Source: an optimization exercise on an open RTL-to-GDS flow (aim: small area). Production flows keep margins and buffers that such runs may drop.
At most, simulation tests tie the RTL to the original design; equivalence was not proved.
No functional check of the RTL was part of run 2.
Power and IR drop assume default switching activity.

--- flow/run.sh ---
#!/bin/bash
# synth_recipe.tcl (not shown) runs the flow's synth.tcl, then flattens the netlist and writes it again
# the make line also repeats each setting of config.mk as NAME=value (left out here)
make -C /OpenROAD-flow-scripts/flow DESIGN_CONFIG=/design/flow/config.mk WORK_HOME=/design/flow/orfs CLKGATE_MAP_FILE= SYNTH_SCRIPT=/design/flow/synth_recipe.tcl finish
--- flow/config.mk ---
export PLATFORM = sky130hd
export DESIGN_NAME = lc4_processor_ss
export DESIGN_NICKNAME = lc4_processor_ss
export VERILOG_FILES = /design/flow/design.v
export SDC_FILE = /design/flow/constraint.sdc
export NUM_CORES = 4
export LEC_CHECK = 0
export CAP_MARGIN = 20
export CORE_MARGIN = 2
export CORE_UTILIZATION = 40
export SLEW_MARGIN = 20
--- flow/design.v ---
module lc4_decoder (
    input  logic [15:0] i_insn,
    output logic        o_rs_re,     
    output logic        o_rt_re,     
    output logic        o_rd_we,     
    output logic        o_is_load,
    output logic        o_is_store,
    output logic        o_is_const
);
    logic arith, logic_and;
    assign arith      = (i_insn[15:12] == 4'h1) && (i_insn[5] || !i_insn[3]);
    assign logic_and  = (i_insn[15:12] == 4'h5) && (i_insn[5:3] == 3'b000);
    assign o_is_load  = (i_insn[15:12] == 4'h6);
    assign o_is_store = (i_insn[15:12] == 4'h7);
    assign o_is_const = (i_insn[15:12] == 4'h9);
    assign o_rs_re    = arith || logic_and || o_is_load || o_is_store;
    assign o_rt_re    = (arith && !i_insn[5]) || logic_and;
    assign o_rd_we    = arith || logic_and || o_is_load || o_is_const;
endmodule
module lc4_alu (
    input  logic [15:0] i_insn,
    input  logic [15:0] i_rs,       
    input  logic [15:0] i_rt,
    output logic [15:0] o_result
);
    logic        use_rt, sub;
    logic [15:0] imm, b;
    assign use_rt = !i_insn[15] && !i_insn[14] && !i_insn[5];
    assign sub    = use_rt && i_insn[4];
    always_comb begin
        if (i_insn[15])      imm = {{7{i_insn[8]}}, i_insn[8:0]};
        else if (i_insn[14]) imm = {{10{i_insn[5]}}, i_insn[5:0]};
        else                 imm = {{11{i_insn[4]}}, i_insn[4:0]};
        b = use_rt ? (i_rt ^ {16{sub}}) : imm;
        if (!i_insn[15] && i_insn[14] && !i_insn[13]) o_result = i_rs & i_rt;    
        else                                           o_result = i_rs + b + {15'd0, sub};
    end
endmodule
module lc4_regfile_ss (
    input  logic         gwe,
    input  logic         i_rst_n,
    input  logic         i_we_a,
    input  logic [2:0]   i_rd_a,
    input  logic [15:0]  i_wdata_a,
    input  logic         i_we_b,
    input  logic [2:0]   i_rd_b,
    input  logic [15:0]  i_wdata_b,
    output logic [127:0] o_regs,
    output logic [7:0]   o_valid
);
    logic [15:0] regs [8];
    logic [7:0]  valid;
    logic [7:0]  we_a, we_b;
    always_comb begin
        for (int i = 0; i < 8; i++) begin
            we_a[i] = i_we_a && i_rd_a == 3'(i);
            we_b[i] = i_we_b && i_rd_b == 3'(i);
        end
    end
    always_ff @(posedge gwe or negedge i_rst_n) begin
        if (!i_rst_n) valid <= 8'd0;
        else          valid <= valid | we_a | we_b;
    end
    always_ff @(posedge gwe) begin
        for (int i = 0; i < 8; i++) begin
            if (we_b[i])      regs[i] <= i_wdata_b;
            else if (we_a[i]) regs[i] <= i_wdata_a;
        end
    end
    always_comb begin
        for (int i = 0; i < 8; i++) o_regs[i*16 +: 16] = regs[i];
    end
    assign o_valid = valid;
endmodule
module lc4_issue #(
    parameter logic [15:0] PC_RESET = 16'h8200
) (
    input  logic        gwe,
    input  logic        i_rst_n,
    input  logic [15:0] i_insn_a,
    input  logic [15:0] i_insn_b,
    input  logic        i_xa_valid,
    input  logic [15:0] i_xa_insn,
    input  logic        i_xb_valid,
    input  logic [15:0] i_xb_insn,
    output logic [15:0] o_pc,
    output logic        o_a_valid,
    output logic [15:0] o_a_insn,
    output logic        o_b_valid,
    output logic [15:0] o_b_insn
);
    logic [15:0] pc_q;
    logic        d_valid;     
    logic [15:0] da_insn, db_insn;
    logic ca_rs_re, ca_rt_re, ca_rd_we, ca_ld, ca_st, ca_cst;
    logic cb_rs_re, cb_rt_re, cb_rd_we, cb_ld, cb_st, cb_cst;
    logic xa_rs_re, xa_rt_re, xa_rd_we, xa_ld, xa_st, xa_cst;
    logic xb_rs_re, xb_rt_re, xb_rd_we, xb_ld, xb_st, xb_cst;
    logic [2:0] cb_rt;
    logic ldu_a, ldu_b, b_needs_a, both_mem, split;
    lc4_decoder u_dec_a (.i_insn(da_insn), .o_rs_re(ca_rs_re), .o_rt_re(ca_rt_re),
        .o_rd_we(ca_rd_we), .o_is_load(ca_ld), .o_is_store(ca_st), .o_is_const(ca_cst));
    lc4_decoder u_dec_b (.i_insn(db_insn), .o_rs_re(cb_rs_re), .o_rt_re(cb_rt_re),
        .o_rd_we(cb_rd_we), .o_is_load(cb_ld), .o_is_store(cb_st), .o_is_const(cb_cst));
    lc4_decoder u_dec_xa (.i_insn(i_xa_insn), .o_rs_re(xa_rs_re), .o_rt_re(xa_rt_re),
        .o_rd_we(xa_rd_we), .o_is_load(xa_ld), .o_is_store(xa_st), .o_is_const(xa_cst));
    lc4_decoder u_dec_xb (.i_insn(i_xb_insn), .o_rs_re(xb_rs_re), .o_rt_re(xb_rt_re),
        .o_rd_we(xb_rd_we), .o_is_load(xb_ld), .o_is_store(xb_st), .o_is_const(xb_cst));
    function automatic load_use(input xv, input xld, input [2:0] xrd,
                                input rs_re, input rt_re, input [15:0] insn);
        load_use = xv && xld && ((rs_re && insn[8:6] == xrd) || (rt_re && insn[2:0] == xrd));
    endfunction
    assign ldu_a = d_valid &&
        (load_use(i_xa_valid, xa_ld, i_xa_insn[11:9], ca_rs_re, ca_rt_re, da_insn) ||
         load_use(i_xb_valid, xb_ld, i_xb_insn[11:9], ca_rs_re, ca_rt_re, da_insn));
    assign ldu_b =
        load_use(i_xa_valid, xa_ld, i_xa_insn[11:9], cb_rs_re, cb_rt_re, db_insn) ||
        load_use(i_xb_valid, xb_ld, i_xb_insn[11:9], cb_rs_re, cb_rt_re, db_insn);
    assign cb_rt     = cb_st ? db_insn[11:9] : db_insn[2:0];
    assign b_needs_a = ca_rd_we &&
                       ((cb_rs_re && db_insn[8:6] == da_insn[11:9]) ||
                        ((cb_rt_re || cb_st) && cb_rt == da_insn[11:9]));
    assign both_mem  = (ca_ld || ca_st) && (cb_ld || cb_st);
    assign split     = d_valid && (b_needs_a || both_mem || ldu_b);
    assign o_pc      = pc_q;
    assign o_a_valid = d_valid && !ldu_a;
    assign o_a_insn  = da_insn;
    assign o_b_valid = d_valid && !ldu_a && !split;
    assign o_b_insn  = db_insn;
    always_ff @(posedge gwe or negedge i_rst_n) begin
        if (!i_rst_n) begin
            pc_q    <= PC_RESET;
            d_valid <= 1'b0;
        end else begin
            d_valid <= 1'b1;
            if (!ldu_a) pc_q <= pc_q + (split ? 16'd1 : 16'd2);
        end
    end
    always_ff @(posedge gwe) begin
        if (ldu_a) begin
        end else if (split) begin
            da_insn <= db_insn;
            db_insn <= i_insn_a;
        end else begin
            da_insn <= i_insn_a;
            db_insn <= i_insn_b;
        end
    end
endmodule
module lc4_lane (
    input  logic        gwe,
    input  logic        i_rst_n,
    input  logic        i_valid,
    input  logic [15:0] i_insn,
    input  logic [127:0] i_regs,
    input  logic [7:0]   i_rf_valid,
    input  logic        i_mb_en,
    input  logic [2:0]  i_mb_rd,
    input  logic [15:0] i_mb_data,
    input  logic        i_ma_en,
    input  logic [2:0]  i_ma_rd,
    input  logic [15:0] i_ma_data,
    input  logic [15:0] i_mem_rdata,
    output logic        o_x_valid,
    output logic [15:0] o_x_insn,
    output logic [15:0] o_x_st_data,    
    output logic        o_m_valid,
    output logic [15:0] o_m_insn,
    output logic        o_m_en,
    output logic [2:0]  o_m_rd,
    output logic [15:0] o_m_data,
    output logic [15:0] o_m_result,
    output logic        o_w_valid,
    output logic [15:0] o_w_insn,
    output logic        o_ret_rd_we,
    output logic [15:0] o_ret_wdata,
    output logic        o_ret_dmem_we
);
    logic        x_valid, m_valid, w_valid;
    logic [15:0] x_insn, m_insn, w_insn;
    logic [15:0] m_result, w_data;
    logic [15:0] x_rs_v, x_rt_v, x_alu;
    logic        m_rd_we, m_ld, w_rd_we, w_st;
    logic        n0, n1, n2, n3, n4, n5, n6, n7;
    function automatic [15:0] rd_op(input [2:0] sel, input en);
        logic hb, ha;
        rd_op = 16'd0;
        hb = i_mb_en && i_mb_rd == sel;
        ha = i_ma_en && i_ma_rd == sel && !hb;
        for (int i = 0; i < 8; i++)
            rd_op = rd_op | (i_regs[i*16 +: 16] &
                             {16{en && !hb && !ha && sel == 3'(i) && i_rf_valid[i]}});
        rd_op = rd_op | (i_mb_data & {16{en && hb}}) | (i_ma_data & {16{en && ha}});
    endfunction
    assign x_rs_v = rd_op(x_insn[8:6], !x_insn[15]);
    assign x_rt_v = rd_op((x_insn[13] && x_insn[12]) ? x_insn[11:9] : x_insn[2:0], 1'b1);
    assign o_x_st_data = x_rt_v;
    lc4_alu u_alu (.i_insn(x_insn), .i_rs(x_rs_v), .i_rt(x_rt_v), .o_result(x_alu));
    lc4_decoder u_dec_m (.i_insn(m_insn), .o_rs_re(n0), .o_rt_re(n1), .o_rd_we(m_rd_we),
        .o_is_load(m_ld), .o_is_store(n2), .o_is_const(n3));
    lc4_decoder u_dec_w (.i_insn(w_insn), .o_rs_re(n4), .o_rt_re(n5), .o_rd_we(w_rd_we),
        .o_is_load(n6), .o_is_store(w_st), .o_is_const(n7));
    always_ff @(posedge gwe or negedge i_rst_n) begin
        if (!i_rst_n) begin
            x_valid <= 1'b0;
            m_valid <= 1'b0;
            w_valid <= 1'b0;
        end else begin
            x_valid <= i_valid;
            m_valid <= x_valid;
            w_valid <= m_valid;
        end
    end
    always_ff @(posedge gwe) begin
        x_insn   <= i_insn;
        m_insn   <= x_insn;
        m_result <= x_alu;
        w_insn   <= m_insn;
        w_data   <= o_m_data;
    end
    assign o_x_valid  = x_valid;
    assign o_x_insn   = x_insn;
    assign o_m_valid  = m_valid;
    assign o_m_insn   = m_insn;
    assign o_m_en     = m_valid && m_rd_we;
    assign o_m_rd     = m_insn[11:9];
    assign o_m_data   = m_ld ? i_mem_rdata : m_result;
    assign o_m_result = m_result;
    assign o_w_valid     = w_valid;
    assign o_w_insn      = w_insn;
    assign o_ret_rd_we   = w_rd_we;
    assign o_ret_wdata   = w_data;
    assign o_ret_dmem_we = w_st;
endmodule
module lc4_dmem_arbiter (
    input  logic        i_valid_a,
    input  logic [15:0] i_insn_a,
    input  logic [15:0] i_addr_a,
    input  logic        i_valid_b,
    input  logic [15:0] i_insn_b,
    input  logic [15:0] i_addr_b,
    output logic [15:0] o_addr,
    output logic        o_we
);
    logic mem_a;
    assign mem_a    = (i_insn_a[15:13] == 3'b011);
    assign o_addr   = mem_a ? i_addr_a : i_addr_b;
    assign o_we     = (i_valid_a && i_insn_a[15:12] == 4'h7) ||
                      (i_valid_b && i_insn_b[15:12] == 4'h7);
endmodule
module lc4_processor_ss #(
    parameter logic [15:0] PC_RESET = 16'h8200
) (
    input  logic        gwe,
    input  logic        i_rst_n,
    output logic [15:0] o_cur_pc,
    input  logic [15:0] i_cur_insn_a,     
    input  logic [15:0] i_cur_insn_b,     
    output logic [15:0] o_dmem_addr,
    output logic        o_dmem_we,
    output logic [15:0] o_dmem_towrite,
    input  logic [15:0] i_dmem_rdata,
    output logic        o_retire_a_valid,
    output logic [15:0] o_retire_a_pc,
    output logic [15:0] o_retire_a_insn,
    output logic        o_retire_a_rd_we,
    output logic [2:0]  o_retire_a_rd,
    output logic [15:0] o_retire_a_wdata,
    output logic        o_retire_a_dmem_we,
    output logic [15:0] o_retire_a_dmem_addr,
    output logic        o_retire_b_valid,
    output logic [15:0] o_retire_b_pc,
    output logic [15:0] o_retire_b_insn,
    output logic        o_retire_b_rd_we,
    output logic [2:0]  o_retire_b_rd,
    output logic [15:0] o_retire_b_wdata,
    output logic        o_retire_b_dmem_we,
    output logic [15:0] o_retire_b_dmem_addr
);
    logic        a_valid, b_valid, xa_valid, xb_valid, ma_valid, mb_valid;
    logic [15:0] a_insn, b_insn, xa_insn, xb_insn, ma_insn, mb_insn;
    logic [127:0] regs;
    logic [7:0]   rf_valid;
    logic [15:0]  xa_sd, xb_sd, m_sd;
    logic        ma_en, mb_en;
    logic [2:0]  ma_rd, mb_rd;
    logic [15:0] ma_data, mb_data, ma_res, mb_res;
    logic [15:0] w_addr;
    logic [3:0]  n_flight;
    lc4_issue #(.PC_RESET(PC_RESET)) u_issue (
        .gwe(gwe), .i_rst_n(i_rst_n),
        .i_insn_a(i_cur_insn_a), .i_insn_b(i_cur_insn_b),
        .i_xa_valid(xa_valid), .i_xa_insn(xa_insn),
        .i_xb_valid(xb_valid), .i_xb_insn(xb_insn),
        .o_pc(o_cur_pc),
        .o_a_valid(a_valid), .o_a_insn(a_insn),
        .o_b_valid(b_valid), .o_b_insn(b_insn)
    );
    lc4_regfile_ss u_regfile (
        .gwe(gwe), .i_rst_n(i_rst_n),
        .i_we_a(ma_en), .i_rd_a(ma_rd), .i_wdata_a(ma_data),
        .i_we_b(mb_en), .i_rd_b(mb_rd), .i_wdata_b(mb_data),
        .o_regs(regs), .o_valid(rf_valid)
    );
    lc4_lane u_lane_a (
        .gwe(gwe), .i_rst_n(i_rst_n),
        .i_valid(a_valid), .i_insn(a_insn),
        .i_regs(regs), .i_rf_valid(rf_valid),
        .i_mb_en(mb_en), .i_mb_rd(mb_rd), .i_mb_data(mb_data),
        .i_ma_en(ma_en), .i_ma_rd(ma_rd), .i_ma_data(ma_data),
        .i_mem_rdata(i_dmem_rdata),
        .o_x_valid(xa_valid), .o_x_insn(xa_insn), .o_x_st_data(xa_sd),
        .o_m_valid(ma_valid), .o_m_insn(ma_insn),
        .o_m_en(ma_en), .o_m_rd(ma_rd), .o_m_data(ma_data), .o_m_result(ma_res),
        .o_w_valid(o_retire_a_valid), .o_w_insn(o_retire_a_insn),
        .o_ret_rd_we(o_retire_a_rd_we), .o_ret_wdata(o_retire_a_wdata),
        .o_ret_dmem_we(o_retire_a_dmem_we)
    );
    lc4_lane u_lane_b (
        .gwe(gwe), .i_rst_n(i_rst_n),
        .i_valid(b_valid), .i_insn(b_insn),
        .i_regs(regs), .i_rf_valid(rf_valid),
        .i_mb_en(mb_en), .i_mb_rd(mb_rd), .i_mb_data(mb_data),
        .i_ma_en(ma_en), .i_ma_rd(ma_rd), .i_ma_data(ma_data),
        .i_mem_rdata(i_dmem_rdata),
        .o_x_valid(xb_valid), .o_x_insn(xb_insn), .o_x_st_data(xb_sd),
        .o_m_valid(mb_valid), .o_m_insn(mb_insn),
        .o_m_en(mb_en), .o_m_rd(mb_rd), .o_m_data(mb_data), .o_m_result(mb_res),
        .o_w_valid(o_retire_b_valid), .o_w_insn(o_retire_b_insn),
        .o_ret_rd_we(o_retire_b_rd_we), .o_ret_wdata(o_retire_b_wdata),
        .o_ret_dmem_we(o_retire_b_dmem_we)
    );
    lc4_dmem_arbiter u_dmem_arb (
        .i_valid_a(ma_valid), .i_insn_a(ma_insn), .i_addr_a(ma_res),
        .i_valid_b(mb_valid), .i_insn_b(mb_insn), .i_addr_b(mb_res),
        .o_addr(o_dmem_addr), .o_we(o_dmem_we)
    );
    always_ff @(posedge gwe) m_sd <= (xa_insn[15:12] == 4'h7) ? xa_sd : xb_sd;
    assign o_dmem_towrite = m_sd;
    always_ff @(posedge gwe) w_addr <= o_dmem_addr;
    assign o_retire_a_rd        = o_retire_a_insn[11:9];
    assign o_retire_b_rd        = o_retire_b_insn[11:9];
    assign o_retire_a_dmem_addr = w_addr;
    assign o_retire_b_dmem_addr = w_addr;
    assign n_flight = 4'd2 + 4'(xa_valid) + 4'(xb_valid) + 4'(ma_valid) + 4'(mb_valid)
                    + 4'(o_retire_a_valid) + 4'(o_retire_b_valid);
    logic [4:0]  lo_a, lo_b;
    logic [11:0] hi_dec;
    assign lo_a   = {1'b0, o_cur_pc[3:0]} - {1'b0, n_flight};
    assign lo_b   = {1'b0, o_cur_pc[3:0]} - {1'b0, n_flight - 4'd1};
    assign hi_dec = o_cur_pc[15:4] - 12'd1;
    assign o_retire_a_pc = {lo_a[4] ? hi_dec : o_cur_pc[15:4], lo_a[3:0]};
    assign o_retire_b_pc = {lo_b[4] ? hi_dec : o_cur_pc[15:4], lo_b[3:0]};
endmodule
--- flow/constraint.sdc ---
create_clock -name core_clock -period 8.0 [get_ports {gwe}]
set_input_delay 1.6000 -clock core_clock [delete_from_list [all_inputs] [get_ports {gwe}]]
set_output_delay 1.6000 -clock core_clock [all_outputs]
set_load 0.01 [all_outputs]
==> flow_summary.toml, run 1 <==
[status]
status = "no timing/DRC/antenna violations"

[timing]
fin_crit_ns = 7.08
skew_ns = 0.0180
worst_slew_pin_slew_ns = 1.22
worst_slew_margin_rel = 0.183
setup_tns_ns = 0
fmax_ghz = 0.141
finalSetupViolations = 0
slew_viol_final = 0
rsz0062_at_grt = "no"
fin_hold_ws_ns = 0.322
period_share = 0.885
hold_viol = 0

[worst_setup_path]
crit_path_max_fanout = 6
endpoint_kind = "output port"
path_class = "flop to output port"
startpoint_type = "flop"
worstPathRequired_ns = 6.40
arrival_ns = 5.48

[synth]
syn_avg_cell_area_um2 = 9.44
synth_area_um2 = 21700
synth-main-ff-cell = "dfxtp_1"
synth-edff-count = 160
synth_top_cell_by_area = "edfxtp_1"
yosys_warnings = 6
synthArstFlopShare = 0.0809
netlist.area_leader.share = 0.221
synthTopCellsByArea = "edfxtp_1 (22%), dfxtp_1 (18%), a21oi_1 (4.7%)"
synth_cell_types = 90
ys_seq_area_frac = 0.434
ys_ff_latch = 383
syn_inst = 2300
syn_nets = 2405

[final_layout]
diodes = 0
layout_commonest_cell = "nor2_1"
drive_gt1_frac = 0.122
final_cell_mix = "nor2_1 (240), clkdlybuf4s50_1 (238), a21oi_1 (205), dfxtp_1 (192), edfxtp_1 (160)"
nNetsFinal = 2618
num-fill-cells = 4922
area_delta_synth_final_pct = 22.3
design_area_um2 = 26600
largest_register = "u_regfile.regs"
post-route-util = 0.495
largest_reg_flops = 128

[grt]
grt_usage = 0.347
grt_start_max_net_pins = 41
antenna_found_initial = 4
first_global_vias = 19800
overflow = 0
grt_pass1_wl_mm = 140

[placement]
hpwl_mm = 70.4
routabilityCongestion = 1.03
place_area_um2 = 25000
io_buffers = 238

[route]
wirelength_mm = 99.4
drcViolationCount = 0
vias = 21000
dr.pass1.iters = 12
postRouteAntennaNets = 0
drt-initial-drc-count = 3385
wl_per_cell_um = 30.6
via_per_inst = 6.46

[floorplan]
core_um2 = 53700
floorplan.die_area_um2 = 56200
ios = 239
die_w_um = 237
initial_core_util = 0.404
die_h_um = 237
rows = 85

[clocking]
ctsRootBufferMaster = "clkbuf_16"
post-cts-setup-buffer-count = 0
cts.sinks = 383
cts_tree = "yes"
cts_max_level = 2
cts-resized-gates = 0
cts_hold_buf = 0
clk_latency_ns = 0.61
numCtsBuffers = 44
clk_pin_slew_ns = 0.06
clockBufferDepth = 3

[pwr]
p_per_area_nw_per_um2 = 296
vdd_drop_max_mv = 0.164
power_leakage_nw = 10.2

[hold_path]
hold_class = "flop to flop"

[run]
drv_cap = 0
[cells in the mapped netlist, types with 7 or more instances]
master    count
nor4b_1       7
a31o_2        7
o31ai_1      12
clkinv_1     16
nor4_1       16
a21o_1       20
nand3_1      66
a21oi_1     205
and2_1       15
clkbuf_1    109
a31oi_1      11
o22ai_1      12
o21ai_0      70
a22o_1       11
nor2b_1      13
or3_1        14
edfxtp_1    160
dfxtp_1     192
dfrtp_1      29
a22oi_1      99
buf_2        24
inv_1        68
nand3b_1      8
a222oi_1     58
and3_1       30
mux2_2       51
a221oi_1     54
xor2_1       61
or2_2        22
nand4_1      22
nand2b_1     13
buf_4        25
nor2_1      252
nor3_1       52
fa_1         10
xnor2_1      69
nor3b_1       8
and4_1       20
mux2i_1      65
ha_1         45
nand2_1     151
[final cells by class]
class / instances / area, um^2 / share of cell area
Multi-Input combinational cell: 1668 / 11400 / 0.427
Sequential cell: 383 / 9430 / 0.355
Timing Repair Buffer: 332 / 3090 / 0.116
Clock buffer: 52 / 1160 / 0.0437
Tap cell: 696 / 871 / 0.0328
Clock inverter: 30 / 347 / 0.0130
Inverter: 84 / 315 / 0.0119
[worst paths after layout]
check | slack, ns | cells after the start | startpoint | to
setup / recovery | 0.92 | 15 | u_lane_a.m_valid$_DFF_PN0_ | o_retire_b_pc[13]
hold / removal | 0.32 | 0 | u_lane_b.m_insn[6]$_DFF_P_ | u_lane_b.w_insn[6]$_DFF_P_
setup reg to reg | 1.17 | 20 | u_lane_a.m_insn[15]$_DFF_P_ | u_lane_b.m_result[15]$_DFF_P_
hold reg to reg | 0.32 | 0 | u_lane_b.m_insn[6]$_DFF_P_ | u_lane_b.w_insn[6]$_DFF_P_
max in group asynchronous | 6.22 | 2 | i_rst_n | u_issue.pc_q[9]$_DFFE_PN1N_
min in group asynchronous | 1.43 | 2 | i_rst_n | u_issue.pc_q[1]$_DFFE_PN0N_
[layer usage]
| metal | track usage | up-vias | routed length (um) |
|---|---|---|---|
| met2 | 0.499 | 1544 | 41000 |
| met1 | 0.467 | 10200 | 39900 |
| li1 | - | 8979 | - |
| met5 | 0.0156 | - | 143 |
| met3 | 0.137 | 274 | 14300 |
| met4 | 0.129 | 4 | 4020 |
[where the power goes]
part | leakage, nW | total (W) | switching (W) | internal [W]
combinational | 6.00 | 0.00308 | 0.00173 | 0.00136
clock | 0.732 | 0.00211 | 0.000911 | 0.00120
sequential | 3.48 | 0.00268 | 0.000285 | 0.00239
total | 10.2 | 0.00787 | 0.00292 | 0.00495
[worst max-delay path, stage by stage, from the launching register on]
cell and delay [ns]:
dfrtp_1 0.60, inv_1 0.10, fa_1 0.46, fa_1 0.50
inv_1 0.04, ha_1 0.20, fa_1 0.57, inv_1 0.09
ha_1 0.32, fa_1 0.42, a21o_1 0.19, a21oi_1 0.32
nand2_1 0.17, nor3_1 0.19, xor2_1 0.17, clkdlybuf4s50_1 0.55
[cell families (layout without fill, tap and decap cells)]
family,count (synthesis),after routing,synth area share
buffers and inverters,249,498,0.0498
muxes,121,121,0.0613
and+or+nand+nor,737,737,0.167
xor gates and xnor gates,131,131,0.0532
AOI/OAI and AO/OA,623,623,0.199
adders and majority gates,55,55,0.0352
DFF,383,383,0.434
other,1,1,0.000173
[stage by stage]
stage,setup WS (ns),total power (W),std cells
4_1_cts,0.894,0.00782,3242
6_report,0.924,0.00787,3245
5_1_grt,0.670,0.00819,3245
3_3_place_gp,1.33,0.00568,3160
2_1_floorplan,2.42,0.00421,2300
3_5_place_dp,1.22,0.00571,3160
==> run 2, diff against run 1 <==
--- a/flow/design.v
+++ b/flow/design.v
@@ -25,5 +25,6 @@
 );
     logic        use_rt, sub;
-    logic [15:0] imm, b;
+    logic [15:0] imm, b, sum;
+    logic [16:0] c;
     assign use_rt = !i_insn[15] && !i_insn[14] && !i_insn[5];
     assign sub    = use_rt && i_insn[4];
@@ -33,6 +34,11 @@
         else                 imm = {{11{i_insn[4]}}, i_insn[4:0]};
         b = use_rt ? (i_rt ^ {16{sub}}) : imm;
+        c[0] = sub;
+        for (int i = 0; i < 16; i++) begin
+            sum[i] = i_rs[i] ^ b[i] ^ c[i];
+            c[i+1] = (i_rs[i] & b[i]) | (i_rs[i] & c[i]) | (b[i] & c[i]);
+        end
         if (!i_insn[15] && i_insn[14] && !i_insn[13]) o_result = i_rs & i_rt;    
-        else                                           o_result = i_rs + b + {15'd0, sub};
+        else                                           o_result = sum;
     end
 endmodule
@@ -63,8 +69,8 @@
     end
     always_ff @(posedge gwe) begin
-        for (int i = 0; i < 8; i++) begin
-            if (we_b[i])      regs[i] <= i_wdata_b;
-            else if (we_a[i]) regs[i] <= i_wdata_a;
-        end
+        for (int i = 0; i < 8; i++)
+            regs[i] <= (regs[i] & {16{!we_a[i] && !we_b[i]}}) |
+                       (i_wdata_a & {16{we_a[i] && !we_b[i]}}) |
+                       (i_wdata_b & {16{we_b[i]}});
     end
     always_comb begin
@@ -137,13 +143,11 @@
         end
     end
+    logic hold, shift, fetch2;
+    assign hold   = ldu_a;
+    assign shift  = !ldu_a && split;
+    assign fetch2 = !ldu_a && !split;
     always_ff @(posedge gwe) begin
-        if (ldu_a) begin
-        end else if (split) begin
-            da_insn <= db_insn;
-            db_insn <= i_insn_a;
-        end else begin
-            da_insn <= i_insn_a;
-            db_insn <= i_insn_b;
-        end
+        da_insn <= (da_insn & {16{hold}}) | (db_insn & {16{shift}}) | (i_insn_a & {16{fetch2}});
+        db_insn <= (db_insn & {16{hold}}) | (i_insn_a & {16{shift}}) | (i_insn_b & {16{fetch2}});
     end
 endmodule
==> flow/flow/run.sh (new file) <==
#!/bin/bash
# Layout flow: the standard ORFS flow with three changes:
#  - synthesis is the standard flow's own script, but ABC maps the logic with an area-oriented script
#    (flow/abc_area.script); registers are mapped before ABC runs, so they are unchanged;
#  - every port still gets a buffer, but the smallest one (buf_1);
#  - clock tree synthesis without dummy loads, with the buffers listed in CTS_BUF_LIST.
# Each tool's output goes to a log file of its own in the work folder.
set -euo pipefail
W=$(pwd)
FLOWDIR=$W/flow

# synth_recipe.tcl with ABC's -script argument replaced
{
  head -n 1 synth_recipe.tcl
  echo "proc abc {args} {"
  echo "  set i [lsearch -exact \$args -script]"
  echo "  if {\$i >= 0} { lset args [expr {\$i + 1}] {$FLOWDIR/abc_area.script} }"
  echo "  yosys abc {*}\$args"
  echo "}"
  tail -n +2 synth_recipe.tcl
} > "$W/own_synth.tcl"

export BUFFER_PORTS_ARGS="-buffer_cell sky130_fd_sc_hd__buf_1"
CTS_BUFS=$(sed -n 's/^export CTS_BUF_LIST *= *//p' config.mk | tail -n 1)
CTS_BUFS=${CTS_BUFS:-sky130_fd_sc_hd__clkbuf_4 sky130_fd_sc_hd__clkbuf_8}
export CTS_ARGS="-sink_clustering_enable -repair_clock_nets -dont_use_dummy_load -buf_list {$CTS_BUFS}"

ORFS_W=$W/orfs
RES=$ORFS_W/results/$FLOW_PLATFORM/lc4_processor_ss/base
make -C "$FLOW_HOME" DESIGN_CONFIG="$W/config.mk" WORK_HOME="$ORFS_W" CLKGATE_MAP_FILE= \
  SYNTH_SCRIPT="$W/own_synth.tcl" finish > "$W/make_finish.log" 2>&1

: # left out here: write the final layout as DEF
==> flow/flow/abc_area.script (new file) <==
strash
&get -n
&deepsyn -T 60
&dch -f
&nf -p -R 1000
&put
==> flow/standard.sh (new file) <==
#!/bin/bash
# synth_recipe.tcl (not shown) runs the flow's synth.tcl, then flattens the netlist and writes it again
# the make line also repeats each setting of config.mk as NAME=value (left out here)
make -C /OpenROAD-flow-scripts/flow DESIGN_CONFIG=/design/flow/config.mk WORK_HOME=/design/flow/orfs CLKGATE_MAP_FILE= SYNTH_SCRIPT=/design/flow/synth_recipe.tcl "${@:-finish}"
removed: flow/run.sh
==> run 2 against run 1 <==
Effect of this change:
- the layout now fails its checks (negative setup slack)
- die area down 16%
- via count shrank 4.1%
- synthesized cell count decreased by 19%
- critical endpoint is now u_lane_b.m_result[15]$_DFF_P_
- largest power group is now sequential cells
- highest routed layer unchanged
==> flow_summary.toml, run 2 <==
[status]
status = "complete, but fails checks"
failed_checks = "negative setup slack"

[clocking]
cts.sinks = 383
numCtsBuffers = 66
clk_pin_slew_ns = 0.06
ctsRootBufferMaster = "clkbuf_8"
cts_hold_buf = 0
cts_max_level = 3
cts_tree = "yes"
clockBufferDepth = 3
clk_latency_ns = 0.66

[synth]
synth_top_cell_by_area = "dfxtp_1"
synthArstFlopShare = 0.0809
synth-edff-count = 0
yosysMostFrequentCell = "dfxtp_1"
yosys-top-cells-count = "dfxtp_1 (352), nand2_1 (160), a21oi_1 (157), o22ai_1 (127), a222oi_1 (100)"
ys_ff_latch = 383
synth-main-ff-cell = "dfxtp_1"
synth_area_um2 = 18100
ys_seq_area_frac = 0.433
syn_nets = 1965
syn_inst = 1862
synth_cell_types = 57
yosys_warnings = 6
syn_avg_cell_area_um2 = 9.72
synthTopCellsByArea = "dfxtp_1 (39%), a222oi_1 (5.5%), o22ai_1 (4.4%)"
netlist.area_leader.share = 0.390

[pwr]
vdd_drop_max_mv = 0.177
power_leakage_nw = 8.70
p_per_area_nw_per_um2 = 355

[route]
drt-initial-drc-count = 3842
wl_per_cell_um = 32.3
postRouteAntennaNets = 0
wirelength_mm = 95.4
via_per_inst = 6.81
drcViolationCount = 0
dr.pass1.iters = 14
vias = 20100

[final_layout]
layout_commonest_cell = "dfxtp_1"
largest_register = "u_regfile.regs"
multi_input_area_um2 = 10300
largest_reg_flops = 128
drive_gt1_frac = 0.167
area_delta_synth_final_pct = 25.0
diodes = 0
nNetsFinal = 2464
num-fill-cells = 4191
regArea_um2 = 7830
final_cell_mix = "dfxtp_1 (350), buf_1 (237), buf_4 (211), nand2_1 (160), a21oi_1 (155)"
post-route-util = 0.509

[worst_setup_path]
endpoint_kind = "flop"
critPathMostFrequentCell = "fa_2"
arrival_ns = 8.89
worstPathRequired_ns = 8.59
path_class = "flop to flop"
critical_path.top_delay_family = "adder cells"
startpoint_type = "flop"
crit_path_max_fanout = 3
critPathSlowestCell = "fa_2"
cp_num_buf_inv = 4
cpPeakStageDelay_ns = 0.39

[floorplan]
die_h_um = 217
core_um2 = 44400
floorplan.die_area_um2 = 46900
initial_core_util = 0.407
die_w_um = 217
rows = 77
ios = 239

[grt]
grt_usage = 0.398
antenna_found_initial = 6
overflow = 0
grt_start_max_net_pins = 37
first_global_vias = 19300
grt_pass1_wl_mm = 134

[placement]
hpwl_mm = 64.7
routabilityCongestion = 1.01
io_buffers = 238

[hold_path]
hold_class = "flop to flop"

[run]
drv_cap = 0

[timing]
period_share = 1.04
fmax_ghz = 0.120
finalSetupViolations = 2
worst_slew_margin_rel = 0.168
setup_tns_ns = -0.577
skew_ns = 0.0590
fin_crit_ns = 8.30
setup_ws_ns = -0.304
fin_hold_ws_ns = 0.325
rsz0062_at_grt = "yes"
slew_viol_final = 0
worst_slew_pin_slew_ns = 1.25
hold_viol = 0
==> run 2: cell types whose count changed in the layout (fill, tap and decap cells not counted), moves of 63 or more <==
cell             delta
clkdlybuf4s50_1   -238
buf_1             +237
nor2_1            -174
edfxtp_1          -160
dfxtp_1           +158
buf_4             +120
o22ai_1           +115
a22oi_1            -93
inv_1              -68
clkinv_1           +64
clkbuf_8           +63
==> run 2: cell type report <==
class                      instances  share of cell area
clock buffer                      66              0.0402
inverter                          88              0.0149
multi-input combinational       1369               0.454
sequential                       383               0.346
tap                              592              0.0328
timing repair buffer             453               0.112
==> run 2: metal layers <==
metal	GRT usage	part of all wire
met1	0.518	0.39
met2	0.559	0.40
met3	0.142	0.14
met4	0.250	0.075
met5	0	0.00040
==> run 2: stage by stage <==
stage / std cells / setup slack [ns] / instance area, um^2 / power (W)
global route: 2951 / -0.665 / 22600 / 0.00839
CTS: 2947 / -0.253 / 22500 / 0.00786
global placement: 2877 / -0.463 / 21500 / 0.00634
detailed placement: 2877 / -0.429 / 21500 / 0.00638
finish: 2951 / -0.304 / 22600 / 0.00802
floorplan: 1862 / -0.406 / 18400 / 0.00497
==> run 2: logic make-up after synthesis <==
kind of cell / count (synthesis) / share of synthesized area
AOI/OAI and AO/OA: 671 / 0.269
xor gates and xnor gates: 92 / 0.0445
adders and majority gates: 53 / 0.0516
buffers and inverters: 110 / 0.0274
DFF: 383 / 0.433
muxes: 84 / 0.0481
other: 1 / 0.000207
and+or+nand+nor: 468 / 0.127
==> run 2: worst reg2reg max path: cells and delay by family, from the launching register on <==
kind	cells	cell delay, ns
adders and majority gates	15	4.61
buffers and inverters	4	0.33
AOI/OAI and AO/OA	7	1.04
xor gates and xnor gates	2	0.32
DFF	1	0.32
and+or+nand+nor	10	1.63
==> run 2: worst paths after layout <==
path                            slack, ns  cells after the start                   startpoint                            end
worst max-delay path                -0.30                     38  u_lane_b.m_insn[15]$_DFF_P_  u_lane_b.m_result[15]$_DFF_P_
worst min-delay path                 0.32                      0   u_lane_b.m_insn[7]$_DFF_P_     u_lane_b.w_insn[7]$_DFF_P_
worst max register to register      -0.30                     38  u_lane_b.m_insn[15]$_DFF_P_  u_lane_b.m_result[15]$_DFF_P_
worst min register to register       0.32                      0   u_lane_b.m_insn[7]$_DFF_P_     u_lane_b.w_insn[7]$_DFF_P_
max in group asynchronous            6.32                      1                      i_rst_n     u_lane_b.w_valid$_DFF_PN0_
min in group asynchronous            1.08                      1                      i_rst_n   u_regfile.valid[0]$_DFF_PN0_
==> run 2: report_power, final <==
part | internal [W] | total, W | switching (W)
clock network | 0.000728 | 0.00147 | 0.000745
registers | 0.00257 | 0.00340 | 0.000828
logic | 0.00125 | 0.00315 | 0.00190
total | 0.00455 | 0.00802 | 0.00347
==> run 2: what timing repair did <==
action	CTS	global route
setup buffers	4	4
cloned	0	0
resized for setup	16	23
endpoints found under the setup margin	5	7
pin swaps	15	13
==> run 3, diff against run 2 <==
--- a/flow/design.v
+++ b/flow/design.v
@@ -25,6 +25,5 @@
 );
     logic        use_rt, sub;
-    logic [15:0] imm, b, sum;
-    logic [16:0] c;
+    logic [15:0] imm, b, sum, p, g, gg, pp;
     assign use_rt = !i_insn[15] && !i_insn[14] && !i_insn[5];
     assign sub    = use_rt && i_insn[4];
@@ -34,9 +33,20 @@
         else                 imm = {{11{i_insn[4]}}, i_insn[4:0]};
         b = use_rt ? (i_rt ^ {16{sub}}) : imm;
-        c[0] = sub;
-        for (int i = 0; i < 16; i++) begin
-            sum[i] = i_rs[i] ^ b[i] ^ c[i];
-            c[i+1] = (i_rs[i] & b[i]) | (i_rs[i] & c[i]) | (b[i] & c[i]);
-        end
+        p = i_rs ^ b;
+        g = i_rs & b;
+        g[0] = g[0] | (p[0] & sub);
+        gg = g;
+        pp = p;
+        for (int l = 0; l < 4; l++)
+            for (int i = (2 << l) - 1; i < 16; i += (2 << l)) begin
+                gg[i] = gg[i] | (pp[i] & gg[i - (1 << l)]);
+                pp[i] = pp[i] & pp[i - (1 << l)];
+            end
+        for (int l = 2; l >= 0; l--)
+            for (int i = (2 << l) - 1 + (1 << l); i < 16; i += (2 << l)) begin
+                gg[i] = gg[i] | (pp[i] & gg[i - (1 << l)]);
+                pp[i] = pp[i] & pp[i - (1 << l)];
+            end
+        sum = p ^ {gg[14:0], sub};
         if (!i_insn[15] && i_insn[14] && !i_insn[13]) o_result = i_rs & i_rt;    
         else                                           o_result = sum;
@@ -153,52 +163,40 @@
 endmodule
 module lc4_lane (
-    input  logic        gwe,
-    input  logic        i_rst_n,
-    input  logic        i_valid,
-    input  logic [15:0] i_insn,
+    input  logic         gwe,
+    input  logic         i_rst_n,
+    input  logic         i_valid,
+    input  logic [15:0]  i_insn,
     input  logic [127:0] i_regs,
     input  logic [7:0]   i_rf_valid,
-    input  logic        i_mb_en,
-    input  logic [2:0]  i_mb_rd,
-    input  logic [15:0] i_mb_data,
-    input  logic        i_ma_en,
-    input  logic [2:0]  i_ma_rd,
-    input  logic [15:0] i_ma_data,
-    input  logic [15:0] i_mem_rdata,
-    output logic        o_x_valid,
-    output logic [15:0] o_x_insn,
-    output logic [15:0] o_x_st_data,    
-    output logic        o_m_valid,
-    output logic [15:0] o_m_insn,
-    output logic        o_m_en,
-    output logic [2:0]  o_m_rd,
-    output logic [15:0] o_m_data,
-    output logic [15:0] o_m_result,
-    output logic        o_w_valid,
-    output logic [15:0] o_w_insn,
-    output logic        o_ret_rd_we,
-    output logic [15:0] o_ret_wdata,
-    output logic        o_ret_dmem_we
+    input  logic [15:0]  i_mem_rdata,
+    output logic         o_x_valid,
+    output logic [15:0]  o_x_insn,
+    output logic         o_m_valid,
+    output logic [15:0]  o_m_insn,
+    output logic         o_m_en,
+    output logic [2:0]   o_m_rd,
+    output logic [15:0]  o_m_data,
+    output logic [15:0]  o_m_result,    
+    output logic [15:0]  o_m_st_data,   
+    output logic         o_w_valid,
+    output logic [15:0]  o_w_insn,
+    output logic         o_ret_rd_we,
+    output logic [15:0]  o_ret_wdata,
+    output logic         o_ret_dmem_we
 );
     logic        x_valid, m_valid, w_valid;
     logic [15:0] x_insn, m_insn, w_insn;
-    logic [15:0] m_result, w_data;
-    logic [15:0] x_rs_v, x_rt_v, x_alu;
+    logic [15:0] w_data;
+    logic [15:0] m_rs_v, m_rt_v, m_alu;
     logic        m_rd_we, m_ld, w_rd_we, w_st;
     logic        n0, n1, n2, n3, n4, n5, n6, n7;
     function automatic [15:0] rd_op(input [2:0] sel, input en);
-        logic hb, ha;
         rd_op = 16'd0;
-        hb = i_mb_en && i_mb_rd == sel;
-        ha = i_ma_en && i_ma_rd == sel && !hb;
         for (int i = 0; i < 8; i++)
-            rd_op = rd_op | (i_regs[i*16 +: 16] &
-                             {16{en && !hb && !ha && sel == 3'(i) && i_rf_valid[i]}});
-        rd_op = rd_op | (i_mb_data & {16{en && hb}}) | (i_ma_data & {16{en && ha}});
+            rd_op = rd_op | (i_regs[i*16 +: 16] & {16{en && sel == 3'(i) && i_rf_valid[i]}});
     endfunction
-    assign x_rs_v = rd_op(x_insn[8:6], !x_insn[15]);
-    assign x_rt_v = rd_op((x_insn[13] && x_insn[12]) ? x_insn[11:9] : x_insn[2:0], 1'b1);
-    assign o_x_st_data = x_rt_v;
-    lc4_alu u_alu (.i_insn(x_insn), .i_rs(x_rs_v), .i_rt(x_rt_v), .o_result(x_alu));
+    assign m_rs_v = rd_op(m_insn[8:6], !m_insn[15]);
+    assign m_rt_v = rd_op((m_insn[13] && m_insn[12]) ? m_insn[11:9] : m_insn[2:0], 1'b1);
+    lc4_alu u_alu (.i_insn(m_insn), .i_rs(m_rs_v), .i_rt(m_rt_v), .o_result(m_alu));
     lc4_decoder u_dec_m (.i_insn(m_insn), .o_rs_re(n0), .o_rt_re(n1), .o_rd_we(m_rd_we),
         .o_is_load(m_ld), .o_is_store(n2), .o_is_const(n3));
@@ -217,18 +215,18 @@
     end
     always_ff @(posedge gwe) begin
-        x_insn   <= i_insn;
-        m_insn   <= x_insn;
-        m_result <= x_alu;
-        w_insn   <= m_insn;
-        w_data   <= o_m_data;
+        x_insn <= i_insn;
+        m_insn <= x_insn;
+        w_insn <= m_insn;
+        w_data <= o_m_data;
     end
-    assign o_x_valid  = x_valid;
-    assign o_x_insn   = x_insn;
-    assign o_m_valid  = m_valid;
-    assign o_m_insn   = m_insn;
-    assign o_m_en     = m_valid && m_rd_we;
-    assign o_m_rd     = m_insn[11:9];
-    assign o_m_data   = m_ld ? i_mem_rdata : m_result;
-    assign o_m_result = m_result;
+    assign o_x_valid   = x_valid;
+    assign o_x_insn    = x_insn;
+    assign o_m_valid   = m_valid;
+    assign o_m_insn    = m_insn;
+    assign o_m_en      = m_valid && m_rd_we;
+    assign o_m_rd      = m_insn[11:9];
+    assign o_m_data    = m_ld ? i_mem_rdata : m_alu;
+    assign o_m_result  = m_alu;
+    assign o_m_st_data = m_rt_v;
     assign o_w_valid     = w_valid;
     assign o_w_insn      = w_insn;
@@ -241,15 +239,19 @@
     input  logic [15:0] i_insn_a,
     input  logic [15:0] i_addr_a,
+    input  logic [15:0] i_wdata_a,
     input  logic        i_valid_b,
     input  logic [15:0] i_insn_b,
     input  logic [15:0] i_addr_b,
+    input  logic [15:0] i_wdata_b,
     output logic [15:0] o_addr,
-    output logic        o_we
+    output logic        o_we,
+    output logic [15:0] o_wdata
 );
     logic mem_a;
-    assign mem_a    = (i_insn_a[15:13] == 3'b011);
-    assign o_addr   = mem_a ? i_addr_a : i_addr_b;
-    assign o_we     = (i_valid_a && i_insn_a[15:12] == 4'h7) ||
-                      (i_valid_b && i_insn_b[15:12] == 4'h7);
+    assign mem_a   = (i_insn_a[15:13] == 3'b011);
+    assign o_addr  = mem_a ? i_addr_a : i_addr_b;
+    assign o_wdata = mem_a ? i_wdata_a : i_wdata_b;
+    assign o_we    = (i_valid_a && i_insn_a[15:12] == 4'h7) ||
+                     (i_valid_b && i_insn_b[15:12] == 4'h7);
 endmodule
 module lc4_processor_ss #(
@@ -286,5 +288,5 @@
     logic [127:0] regs;
     logic [7:0]   rf_valid;
-    logic [15:0]  xa_sd, xb_sd, m_sd;
+    logic [15:0]  ma_sd, mb_sd;
     logic        ma_en, mb_en;
     logic [2:0]  ma_rd, mb_rd;
@@ -311,10 +313,8 @@
         .i_valid(a_valid), .i_insn(a_insn),
         .i_regs(regs), .i_rf_valid(rf_valid),
-        .i_mb_en(mb_en), .i_mb_rd(mb_rd), .i_mb_data(mb_data),
-        .i_ma_en(ma_en), .i_ma_rd(ma_rd), .i_ma_data(ma_data),
         .i_mem_rdata(i_dmem_rdata),
-        .o_x_valid(xa_valid), .o_x_insn(xa_insn), .o_x_st_data(xa_sd),
+        .o_x_valid(xa_valid), .o_x_insn(xa_insn),
         .o_m_valid(ma_valid), .o_m_insn(ma_insn),
-        .o_m_en(ma_en), .o_m_rd(ma_rd), .o_m_data(ma_data), .o_m_result(ma_res),
+        .o_m_en(ma_en), .o_m_rd(ma_rd), .o_m_data(ma_data), .o_m_result(ma_res), .o_m_st_data(ma_sd),
         .o_w_valid(o_retire_a_valid), .o_w_insn(o_retire_a_insn),
         .o_ret_rd_we(o_retire_a_rd_we), .o_ret_wdata(o_retire_a_wdata),
@@ -325,10 +325,8 @@
         .i_valid(b_valid), .i_insn(b_insn),
         .i_regs(regs), .i_rf_valid(rf_valid),
-        .i_mb_en(mb_en), .i_mb_rd(mb_rd), .i_mb_data(mb_data),
-        .i_ma_en(ma_en), .i_ma_rd(ma_rd), .i_ma_data(ma_data),
         .i_mem_rdata(i_dmem_rdata),
-        .o_x_valid(xb_valid), .o_x_insn(xb_insn), .o_x_st_data(xb_sd),
+        .o_x_valid(xb_valid), .o_x_insn(xb_insn),
         .o_m_valid(mb_valid), .o_m_insn(mb_insn),
-        .o_m_en(mb_en), .o_m_rd(mb_rd), .o_m_data(mb_data), .o_m_result(mb_res),
+        .o_m_en(mb_en), .o_m_rd(mb_rd), .o_m_data(mb_data), .o_m_result(mb_res), .o_m_st_data(mb_sd),
         .o_w_valid(o_retire_b_valid), .o_w_insn(o_retire_b_insn),
         .o_ret_rd_we(o_retire_b_rd_we), .o_ret_wdata(o_retire_b_wdata),
@@ -336,10 +334,8 @@
     );
     lc4_dmem_arbiter u_dmem_arb (
-        .i_valid_a(ma_valid), .i_insn_a(ma_insn), .i_addr_a(ma_res),
-        .i_valid_b(mb_valid), .i_insn_b(mb_insn), .i_addr_b(mb_res),
-        .o_addr(o_dmem_addr), .o_we(o_dmem_we)
+        .i_valid_a(ma_valid), .i_insn_a(ma_insn), .i_addr_a(ma_res), .i_wdata_a(ma_sd),
+        .i_valid_b(mb_valid), .i_insn_b(mb_insn), .i_addr_b(mb_res), .i_wdata_b(mb_sd),
+        .o_addr(o_dmem_addr), .o_we(o_dmem_we), .o_wdata(o_dmem_towrite)
     );
-    always_ff @(posedge gwe) m_sd <= (xa_insn[15:12] == 4'h7) ? xa_sd : xb_sd;
-    assign o_dmem_towrite = m_sd;
     always_ff @(posedge gwe) w_addr <= o_dmem_addr;
     assign o_retire_a_rd        = o_retire_a_insn[11:9];
--- a/flow/flow/run.sh
+++ b/flow/flow/run.sh
@@ -2,5 +2,6 @@
 # Layout flow: the standard ORFS flow with three changes:
 #  - synthesis is the standard flow's own script, but ABC maps the logic with an area-oriented script
-#    (flow/abc_area.script); registers are mapped before ABC runs, so they are unchanged;
+#    (flow/abc_area.script) and adders are left to ABC instead of the library's full-adder
+#    cells (ADDER_MAP_FILE empty); registers are mapped before ABC runs, so they are unchanged;
 #  - every port still gets a buffer, but the smallest one (buf_1);
 #  - clock tree synthesis without dummy loads, with the buffers listed in CTS_BUF_LIST.
@@ -22,12 +23,16 @@
 
 export BUFFER_PORTS_ARGS="-buffer_cell sky130_fd_sc_hd__buf_1"
-CTS_BUFS=$(sed -n 's/^export CTS_BUF_LIST *= *//p' config.mk | tail -n 1)
+cfg() { sed -n "s/^export $1 *= *//p" config.mk | tail -n 1; }
+CTS_BUFS=$(cfg CTS_BUF_LIST)
 CTS_BUFS=${CTS_BUFS:-sky130_fd_sc_hd__clkbuf_4 sky130_fd_sc_hd__clkbuf_8}
-export CTS_ARGS="-sink_clustering_enable -repair_clock_nets -dont_use_dummy_load -buf_list {$CTS_BUFS}"
+CTS_A="-sink_clustering_enable -repair_clock_nets -dont_use_dummy_load -buf_list {$CTS_BUFS}"
+[[ -n "$(cfg CTS_CLUSTER_SIZE)" ]] && CTS_A="$CTS_A -sink_clustering_size $(cfg CTS_CLUSTER_SIZE)"
+[[ -n "$(cfg CTS_CLUSTER_DIAMETER)" ]] && CTS_A="$CTS_A -sink_clustering_max_diameter $(cfg CTS_CLUSTER_DIAMETER)"
+export CTS_ARGS="$CTS_A"
 
 ORFS_W=$W/orfs
 RES=$ORFS_W/results/$FLOW_PLATFORM/lc4_processor_ss/base
 make -C "$FLOW_HOME" DESIGN_CONFIG="$W/config.mk" WORK_HOME="$ORFS_W" CLKGATE_MAP_FILE= \
-  SYNTH_SCRIPT="$W/own_synth.tcl" finish > "$W/make_finish.log" 2>&1
+  SYNTH_SCRIPT="$W/own_synth.tcl" ADDER_MAP_FILE= finish > "$W/make_finish.log" 2>&1
 
 : # left out here: write the final layout as DEF
==> flow/flow/abc_area.script (replaced) <==
strash
&get -n
&dch -f
&nf -p -R 1000
&put
strash
&get -n
&dch -f
&nf -p -R 100
&put
--- a/flow/config.mk
+++ b/flow/config.mk
@@ -6,6 +6,9 @@
 export NUM_CORES = 4
 export LEC_CHECK = 0
-export CAP_MARGIN = 20
+export CAP_MARGIN = 10
 export CORE_MARGIN = 2
-export CORE_UTILIZATION = 40
-export SLEW_MARGIN = 20
+export CORE_UTILIZATION = 50
+export CTS_BUF_LIST = sky130_fd_sc_hd__clkbuf_8 sky130_fd_sc_hd__clkbuf_16
+export CTS_CLUSTER_DIAMETER = 100
+export CTS_CLUSTER_SIZE = 30
+export SLEW_MARGIN = 10
==> run 3 against run 2 <==
Effect of this change:
- now clean on timing, DRC and antenna
- sequential power shrank 12%
- critical path depth decreased by 9
- total power fell by 18%
- design area decreased by 18%
- area after synthesis decreased by 10%
- core utilization increased by 7.5 points
- global-route usage rose by 0.18 points
- die area decreased by 28%
- maximum frequency increased by 7.9%
- wire length is 26% lower
- via count down 12%
- worst hold slack improved by 0.0087 ns
- largest cell class unchanged
==> flow_summary.toml, run 3 <==
[final_layout]
drive_gt1_frac = 0.0582
num-fill-cells = 2934
design_area_um2 = 18500
fin_cells = 2499
final_cell_mix = "dfxtp_1 (301), buf_1 (237), nand2_1 (229), a222oi_1 (149), o221ai_1 (122)"
layout_commonest_cell = "dfxtp_1"
largest_reg_flops = 128
area_delta_synth_final_pct = 14.4
diodes = 0
nNetsFinal = 2149
largest_register = "u_regfile.regs"

[timing]
finalSetupViolations = 0
fin_crit_ns = 7.69
fmax_ghz = 0.130
worst_slew_margin_rel = 0.0590
hold_viol = 0
period_share = 0.962
worst_slew_pin_slew_ns = 1.41
slew_viol_final = 0
skew_ns = 0.0515

[clocking]
clockBufferDepth = 3
numCtsBuffers = 15
ctsRootBufferMaster = "clkbuf_16"
cts_tree = "yes"
clk_latency_ns = 0.53
cts.sinks = 335
clk_pin_slew_ns = 0.10
cts_hold_buf = 0
cts_max_level = 1

[floorplan]
die_h_um = 184
floorplan.die_area_um2 = 33900
ios = 239
rows = 65
die_w_um = 184
core_um2 = 31700
initial_core_util = 0.511

[hold_path]
hold_class = "flop to flop"
min_from = "u_lane_b.x_insn[0]$_DFF_P_"
min_to = "u_lane_b.m_insn[0]$_DFF_P_"
holdPathStages = 0

[route]
drt-initial-drc-count = 3934
postRouteAntennaNets = 0
vias = 17700
dr.pass1.iters = 17
drcViolationCount = 0
via_per_inst = 7.07
wirelength_mm = 70.4
wl_per_cell_um = 28.2

[synth]
yosysMostFrequentCell = "dfxtp_1"
synthArstFlopShare = 0.0925
netlist.area_leader.share = 0.376
ys_ff_latch = 335
yosys-top-cells-count = "dfxtp_1 (304), nand2_1 (234), a222oi_1 (149), nor2_1 (123), o221ai_1 (122)"
synthTopCellsByArea = "dfxtp_1 (38%), a222oi_1 (9.2%), o221ai_1 (6.6%)"
synth_cell_types = 49
yosys_warnings = 6
synth_area_um2 = 16200
synth-edff-count = 0
synth_top_cell_by_area = "dfxtp_1"
ys_seq_area_frac = 0.424
syn_inst = 1796
syn_nets = 1846
synth-main-ff-cell = "dfxtp_1"
syn_avg_cell_area_um2 = 9.02

[worst_setup_path]
crit_path_max_fanout = 7
critPathSlowestCell = "maj3_1"
endpoint_kind = "output port"
cpPeakStageDelay_ns = 0.46
worstRegToRegCells = 30
reg2reg_to = "u_regfile.regs[1][15]$_DFF_P_"
rrSetupSlack_ns = 1.63
worstPathRequired_ns = 6.40
arrival_ns = 6.09
startpoint_type = "flop"
reg2reg_from = "u_lane_b.m_insn[13]$_DFF_P_"
path_class = "flop to output port"

[pwr]
p_per_area_nw_per_um2 = 354
power_leakage_nw = 6.96
vdd_drop_max_mv = 0.327

[grt]
first_global_vias = 16200
grt_start_max_net_pins = 45
overflow = 0
antenna_found_initial = 2
grt_pass1_wl_mm = 102
grt_usage = 0.400

[run]
drv_cap = 0

[placement]
place_area_um2 = 18000
placed_cells = 2479
io_buffers = 238
hpwl_mm = 46.5
routabilityCongestion = 1.02

[status]
status = "no timing/DRC/antenna violations"
-- run 3: cell types whose count changed in the layout (fill, tap and decap cells not counted), sizes merged, moves of 48 or more --
| cell | delta |
|---|---|
| buf | -145 |
| o22ai | -122 |
| nand2 | +74 |
| a22o | -59 |
| o221ai | +56 |
| a22oi | +54 |
| clkbuf | -51 |
| a222oi | +49 |
| dfxtp | -48 |
-- run 3: stage by stage --
stage / setup WS, ns / power (W) / hold WS, ns / TNS, ns / utilization
2_1_floorplan: 0.448 / 0.00455 / 0.310 / 0 / -
3_3_place_gp: 0.386 / 0.00552 / 0.310 / 0 / 0.567
3_5_place_dp: 0.347 / 0.00556 / 0.312 / 0 / 0.567
4_1_cts: 0.0207 / 0.00640 / 0.334 / 0 / 0.580
5_1_grt: -0.0481 / 0.00690 / 0.335 / -0.0481 / 0.584
6_report: 0.307 / 0.00655 / 0.333 / 0 / 0.584
-- run 3: timing repair --
| action | CTS | global route |
|---|---|---|
| setup endpoints to repair | 1 | 5 |
| setup buffers | 0 | 5 |
| resized for setup | 9 | 22 |
-- run 3: worst max path at each step --
stage / startpoint / endpoint / slack (ns)
5_1_grt: u_lane_a.m_insn[13]$_DFF_P_ / o_dmem_addr[15] / -0.05
6_report: u_lane_b.m_insn[13]$_DFF_P_ / o_dmem_addr[15] / 0.31
3_5_place_dp: u_lane_a.m_insn[12]$_DFF_P_ / o_dmem_addr[15] / 0.35
3_3_place_gp: u_lane_a.m_insn[12]$_DFF_P_ / o_dmem_addr[15] / 0.39
4_1_cts: u_lane_b.m_insn[13]$_DFF_P_ / o_dmem_addr[15] / 0.02
2_1_floorplan: u_lane_a.m_insn[13]$_DFF_P_ / o_dmem_addr[15] / 0.45
-- run 3: cell families (layout without fill, tap and decap cells) --
kind of cell             count (synthesis)  after routing  share of synthesized area
AND/OR/NAND/NOR                        611            611                      0.178
XOR/XNOR                               118            118                     0.0638
adder cells (fa/ha/maj)                 13             13                    0.00803
buffers and inverters                   98            399                     0.0278
multiplexers                            36             36                     0.0224
other                                    1              1                   0.000231
AO/OA/AOI/OAI                          584            584                      0.276
flip-flops                             335            335                      0.424
-- run 3: layer usage --
| metal | vias up | GRT usage | share of wire |
|---|---|---|---|
| li1 | 7628 | - | - |
| met1 | 8261 | 0.520 | 0.38 |
| met2 | 1435 | 0.581 | 0.41 |
| met3 | 343 | 0.145 | 0.15 |
| met4 | 2 | 0.208 | 0.061 |
| met5 | - | 0.00296 | 0.00024 |
-- run 3: worst max-delay path: cells and delay by family, from the launching register on --
family                     cells  cell delay (ns)
and+or+nand+nor               12             1.55
xor gates and xnor gates       1             0.18
DFF                            1             0.41
adders and majority gates      3             1.25
buffers and inverters          3             0.43
AOI/OAI and AO/OA              7             1.13
muxes                          3             0.62
-- run 3: report_power, final --
part           internal (W)  total, W  switching, W
Sequential          0.00222   0.00299      0.000778
Clock              0.000341  0.000859      0.000518
Combinational      0.000993   0.00270       0.00171
Total               0.00355   0.00655       0.00300
-- run 3: area by class of cell --
class	count	area [um^2]	area share
multi-input cells	1363	9080	0.490
flip-flops and latches	335	6870	0.371
repair buffers	308	1420	0.0768
well taps	402	503	0.0271
clock buffers	15	375	0.0203
inverters	76	285	0.0154
==> run 4, diff against run 3 <==
--- a/flow/design.v
+++ b/flow/design.v
@@ -123,14 +123,13 @@
     lc4_decoder u_dec_xb (.i_insn(i_xb_insn), .o_rs_re(xb_rs_re), .o_rt_re(xb_rt_re),
         .o_rd_we(xb_rd_we), .o_is_load(xb_ld), .o_is_store(xb_st), .o_is_const(xb_cst));
-    function automatic load_use(input xv, input xld, input [2:0] xrd,
-                                input rs_re, input rt_re, input [15:0] insn);
-        load_use = xv && xld && ((rs_re && insn[8:6] == xrd) || (rt_re && insn[2:0] == xrd));
+    logic       x_load;
+    logic [2:0] x_load_rd;
+    assign x_load    = i_xa_valid && (xa_ld || (i_xb_valid && xb_ld));
+    assign x_load_rd = xa_ld ? i_xa_insn[11:9] : i_xb_insn[11:9];
+    function automatic load_use(input rs_re, input rt_re, input [15:0] insn);
+        load_use = x_load && ((rs_re && insn[8:6] == x_load_rd) || (rt_re && insn[2:0] == x_load_rd));
     endfunction
-    assign ldu_a = d_valid &&
-        (load_use(i_xa_valid, xa_ld, i_xa_insn[11:9], ca_rs_re, ca_rt_re, da_insn) ||
-         load_use(i_xb_valid, xb_ld, i_xb_insn[11:9], ca_rs_re, ca_rt_re, da_insn));
-    assign ldu_b =
-        load_use(i_xa_valid, xa_ld, i_xa_insn[11:9], cb_rs_re, cb_rt_re, db_insn) ||
-        load_use(i_xb_valid, xb_ld, i_xb_insn[11:9], cb_rs_re, cb_rt_re, db_insn);
+    assign ldu_a = d_valid && load_use(ca_rs_re, ca_rt_re, da_insn);
+    assign ldu_b = load_use(cb_rs_re, cb_rt_re, db_insn);
     assign cb_rt     = cb_st ? db_insn[11:9] : db_insn[2:0];
     assign b_needs_a = ca_rd_we &&
@@ -197,5 +196,5 @@
     endfunction
     assign m_rs_v = rd_op(m_insn[8:6], !m_insn[15]);
-    assign m_rt_v = rd_op((m_insn[13] && m_insn[12]) ? m_insn[11:9] : m_insn[2:0], 1'b1);
+    assign m_rt_v = rd_op(m_insn[13] ? m_insn[11:9] : m_insn[2:0], 1'b1);
     lc4_alu u_alu (.i_insn(m_insn), .i_rs(m_rs_v), .i_rt(m_rt_v), .o_result(m_alu));
     lc4_decoder u_dec_m (.i_insn(m_insn), .o_rs_re(n0), .o_rt_re(n1), .o_rd_we(m_rd_we),
@@ -343,12 +342,8 @@
     assign o_retire_a_dmem_addr = w_addr;
     assign o_retire_b_dmem_addr = w_addr;
-    assign n_flight = 4'd2 + 4'(xa_valid) + 4'(xb_valid) + 4'(ma_valid) + 4'(mb_valid)
-                    + 4'(o_retire_a_valid) + 4'(o_retire_b_valid);
-    logic [4:0]  lo_a, lo_b;
-    logic [11:0] hi_dec;
-    assign lo_a   = {1'b0, o_cur_pc[3:0]} - {1'b0, n_flight};
-    assign lo_b   = {1'b0, o_cur_pc[3:0]} - {1'b0, n_flight - 4'd1};
-    assign hi_dec = o_cur_pc[15:4] - 12'd1;
-    assign o_retire_a_pc = {lo_a[4] ? hi_dec : o_cur_pc[15:4], lo_a[3:0]};
-    assign o_retire_b_pc = {lo_b[4] ? hi_dec : o_cur_pc[15:4], lo_b[3:0]};
+    assign n_flight = 4'd2 + {2'd0, xb_valid, xa_valid && !xb_valid}
+                           + {2'd0, mb_valid, ma_valid && !mb_valid}
+                           + {2'd0, o_retire_b_valid, o_retire_a_valid && !o_retire_b_valid};
+    assign o_retire_a_pc = o_cur_pc - {12'd0, n_flight};
+    assign o_retire_b_pc = o_retire_a_pc + 16'd1;
 endmodule
==> flow/flow/abc_area.script (replaced) <==
strash
balance
rewrite
refactor
balance
rewrite -z
refactor -z
balance
&get -n
&dch -f
&nf -p -R 1000
&put
strash
&get -n
&dch -f
&nf -p -R 100
&put
--- a/flow/config.mk
+++ b/flow/config.mk
@@ -8,7 +8,8 @@
 export CAP_MARGIN = 10
 export CORE_MARGIN = 2
-export CORE_UTILIZATION = 50
+export CORE_UTILIZATION = 45
 export CTS_BUF_LIST = sky130_fd_sc_hd__clkbuf_8 sky130_fd_sc_hd__clkbuf_16
 export CTS_CLUSTER_DIAMETER = 100
-export CTS_CLUSTER_SIZE = 30
+export CTS_CLUSTER_SIZE = 24
+export SETUP_SLACK_MARGIN = 0.2
 export SLEW_MARGIN = 10
==> run 4 against run 3 <==
Effect of this change:
- non-clock buffer count shrank 6
- count of clock-buffer cells in the layout up 3
- via count decreased by 3.0%
- sequential power shrank 2%
- global-route usage down 2.8 points
- first-iteration DRC count fell by 11%
- worst hold slack worse by 0.042 ns
- flip-flop and latch count did not move
- sequential share of layout area is 0.53 points higher
- total power decreased by 1.4%
- final cell count rose by 0.72%
- worst setup slack improved by 0.22 ns
- largest cell class unchanged
- largest power group unchanged
- highest routed layer is now met4
==> flow_summary.toml, run 4 <==
[status]
status = "no timing/DRC/antenna violations"

[synth]
synthTopCellsByArea = "dfxtp_1 (38%), a222oi_1 (9.1%), o221ai_1 (6.6%)"
synth_top_cell_by_area = "dfxtp_1"
syn_inst = 1763
synth_cell_types = 51
synth-edff-count = 0
ys_ff_latch = 335
yosysMostFrequentCell = "dfxtp_1"
ys_seq_area_frac = 0.430
syn_avg_cell_area_um2 = 9.05
yosys_warnings = 6
synthArstFlopShare = 0.0925
syn_nets = 1813
netlist.area_leader.share = 0.381
synth-main-ff-cell = "dfxtp_1"

[route]
dr.pass1.iters = 12
drcViolationCount = 0
drt-initial-drc-count = 3494
wirelength_mm = 70.0
vias = 17100
wl_per_cell_um = 27.8
via_per_inst = 6.81
postRouteAntennaNets = 0

[clocking]
cts_hold_buf = 0
clockBufferDepth = 3
post-cts-setup-buffer-count = 0
numCtsBuffers = 18
ctsRootBufferMaster = "clkbuf_16"
cts_tree = "yes"
cts_max_level = 1

[grt]
grt_pass1_wl_mm = 102
grt_usage = 0.372
antenna_found_initial = 1
grt_start_max_net_pins = 47
first_global_vias = 16100
overflow = 0

[worst_setup_path]
cpPeakStageDelay_ns = 0.43
startpoint_type = "flop"
arrival_ns = 5.87
critPathSlowestCell = "dfxtp_4"
crit_path_max_fanout = 15

[timing]
skew_ns = 0.0430
rsz0062_at_grt = "no"
fin_crit_ns = 7.47
hold_viol = 0
finalSetupViolations = 0
slew_viol_final = 0
setup_tns_ns = 0
worst_slew_pin_slew_ns = 1.40
fmax_ghz = 0.134

[floorplan]
floorplan.die_area_um2 = 37000
rows = 68
ios = 239
core_um2 = 34700
die_w_um = 192
die_h_um = 192

[pwr]
power_leakage_nw = 6.96
total_power_w = 0.00646
vdd_drop_max_mv = 0.269
p_per_area_nw_per_um2 = 353

[placement]
hpwl_mm = 46.2
routabilityCongestion = 1.03
io_buffers = 238

[final_layout]
num-fill-cells = 3289
multi_input_area_um2 = 8730
regArea_um2 = 6870
final_cell_mix = "dfxtp_1 (299), buf_1 (237), nand2_1 (220), a222oi_1 (145), nor2_1 (136)"
largest_register = "u_regfile.regs"
drive_gt1_frac = 0.0529
layout_commonest_cell = "dfxtp_1"

[run]
drv_cap = 0
run 4: cell count changes after synthesis, moves of 6 or more:
cell / before / now
xnor2_1: 82 / 53
a221o_1: 9 / 2
a22oi_1: 60 / 76
mux2_1: 2 / 11
nand2_1: 234 / 220
nand2b_1: 31 / 25
o31ai_1: 4 / 10
and3_1: 43 / 66
o21ai_0: 74 / 57
nor2_1: 123 / 140
nor3_1: 47 / 41
maj3_1: 13 / 5
run 4: final timing paths:
check | start | depth (start not counted) | slack (ns) | endpoint
worst max register to register | u_lane_b.m_insn[13]$_DFF_P_ | 24 | 1.97 | u_regfile.regs[0][15]$_DFF_P_
worst max-delay path | u_lane_a.m_insn[13]$_DFF_P_ | 22 | 0.53 | o_dmem_addr[15]
worst min register to register | u_lane_b.x_insn[7]$_DFF_P_ | 0 | 0.29 | u_lane_b.m_insn[7]$_DFF_P_
worst min-delay path | u_lane_b.x_insn[7]$_DFF_P_ | 0 | 0.29 | u_lane_b.m_insn[7]$_DFF_P_
min in group asynchronous | i_rst_n | 1 | 1.14 | u_regfile.valid[0]$_DFF_PN0_
max in group asynchronous | i_rst_n | 1 | 6.28 | u_issue.pc_q[13]$_DFFE_PN0N_
run 4: logic make-up after synthesis:
logic type	Yosys count	share of synthesized area
buf+inv	99	0.0285
simple gates	614	0.181
compound gates	574	0.278
mux	48	0.0310
flops	335	0.430
other cells	1	0.000235
fa+ha+maj	5	0.00314
xor+xnor	87	0.0478
run 4: cell type report:
type / instances / share of cell area
multi-input combinational: 1329 / 0.477
antenna: 1 / 0.000137
sequential: 335 / 0.376
tap: 455 / 0.0311
inverter: 77 / 0.0158
timing repair buffer: 302 / 0.0752
clock buffer: 18 / 0.0246
run 4: worst max-delay path: cells and delay by family (launching register included):
family | cells | cell delay (ns)
and+or+nand+nor | 8 | 1.33
AOI/OAI and AO/OA | 8 | 1.88
xor gates and xnor gates | 1 | 0.23
DFF | 1 | 0.43
muxes | 2 | 0.65
adders and majority gates | 1 | 0.39
buffers and inverters | 2 | 0.42
run 4: stage by stage:
step / std cells / cell area [um^2] / utilization / hold WS, ns / worst slack (ns)
CTS: 2516 / 18200 / 0.526 / 0.295 / 0.202
global placement: 2498 / 17800 / 0.512 / 0.310 / 0.422
floorplan: 1763 / 16000 / - / 0.310 / 1.36
finish: 2517 / 18300 / 0.527 / 0.292 / 0.526
global route: 2516 / 18300 / 0.527 / 0.317 / 0.191
detailed placement: 2498 / 17800 / 0.512 / 0.312 / 0.398
run 4: per-layer routing:
metal / track usage / share of wire
met5: 0 / 0
met4: 0.226 / 0.074
met2: 0.543 / 0.41
met1: 0.479 / 0.38
met3: 0.117 / 0.14
run 4: report_power, final:
group	total [W]	switching [W]	internal (W)
sequential	0.00293	0.000716	0.00221
clock	0.000951	0.000548	0.000404
combinational	0.00259	0.00163	0.000955
total	0.00646	0.00289	0.00357
run 4: timing repair:
action / CTS / global route
gates resized for setup: 4 / 12
setup endpoints to repair: 2 / 6
pin swaps: 0 / 0

-- re-timing with driven ports --
The flow's constraints put no driver on any port. The routed layouts listed below were extracted and timed again, unchanged, in two steps.
Step 1: set_driving_cell puts a clkbuf_16 on gwe and a buf_2 on each other input, an assumption about the parent block.
Step 2 times the ports against the registers' clock, not the clock port: input delays grow and output delays shrink by t, the midpoint of the rising clock arrivals with the driver on.
Slacks: ideal ports / drivers / drivers and shift; pairs: ideal ports / drivers.
run | shift t [ns] | slack for setup (ns)
run 1 | 0.661 | 0.924 / 0.867 / 1.004
run 2 | 0.686 | -0.304 / -0.304 / -0.304
run 3 | 0.562 | 0.307 / 0.254 / 0.816
run 4 | 0.585 | 0.526 / 0.472 / 1.056
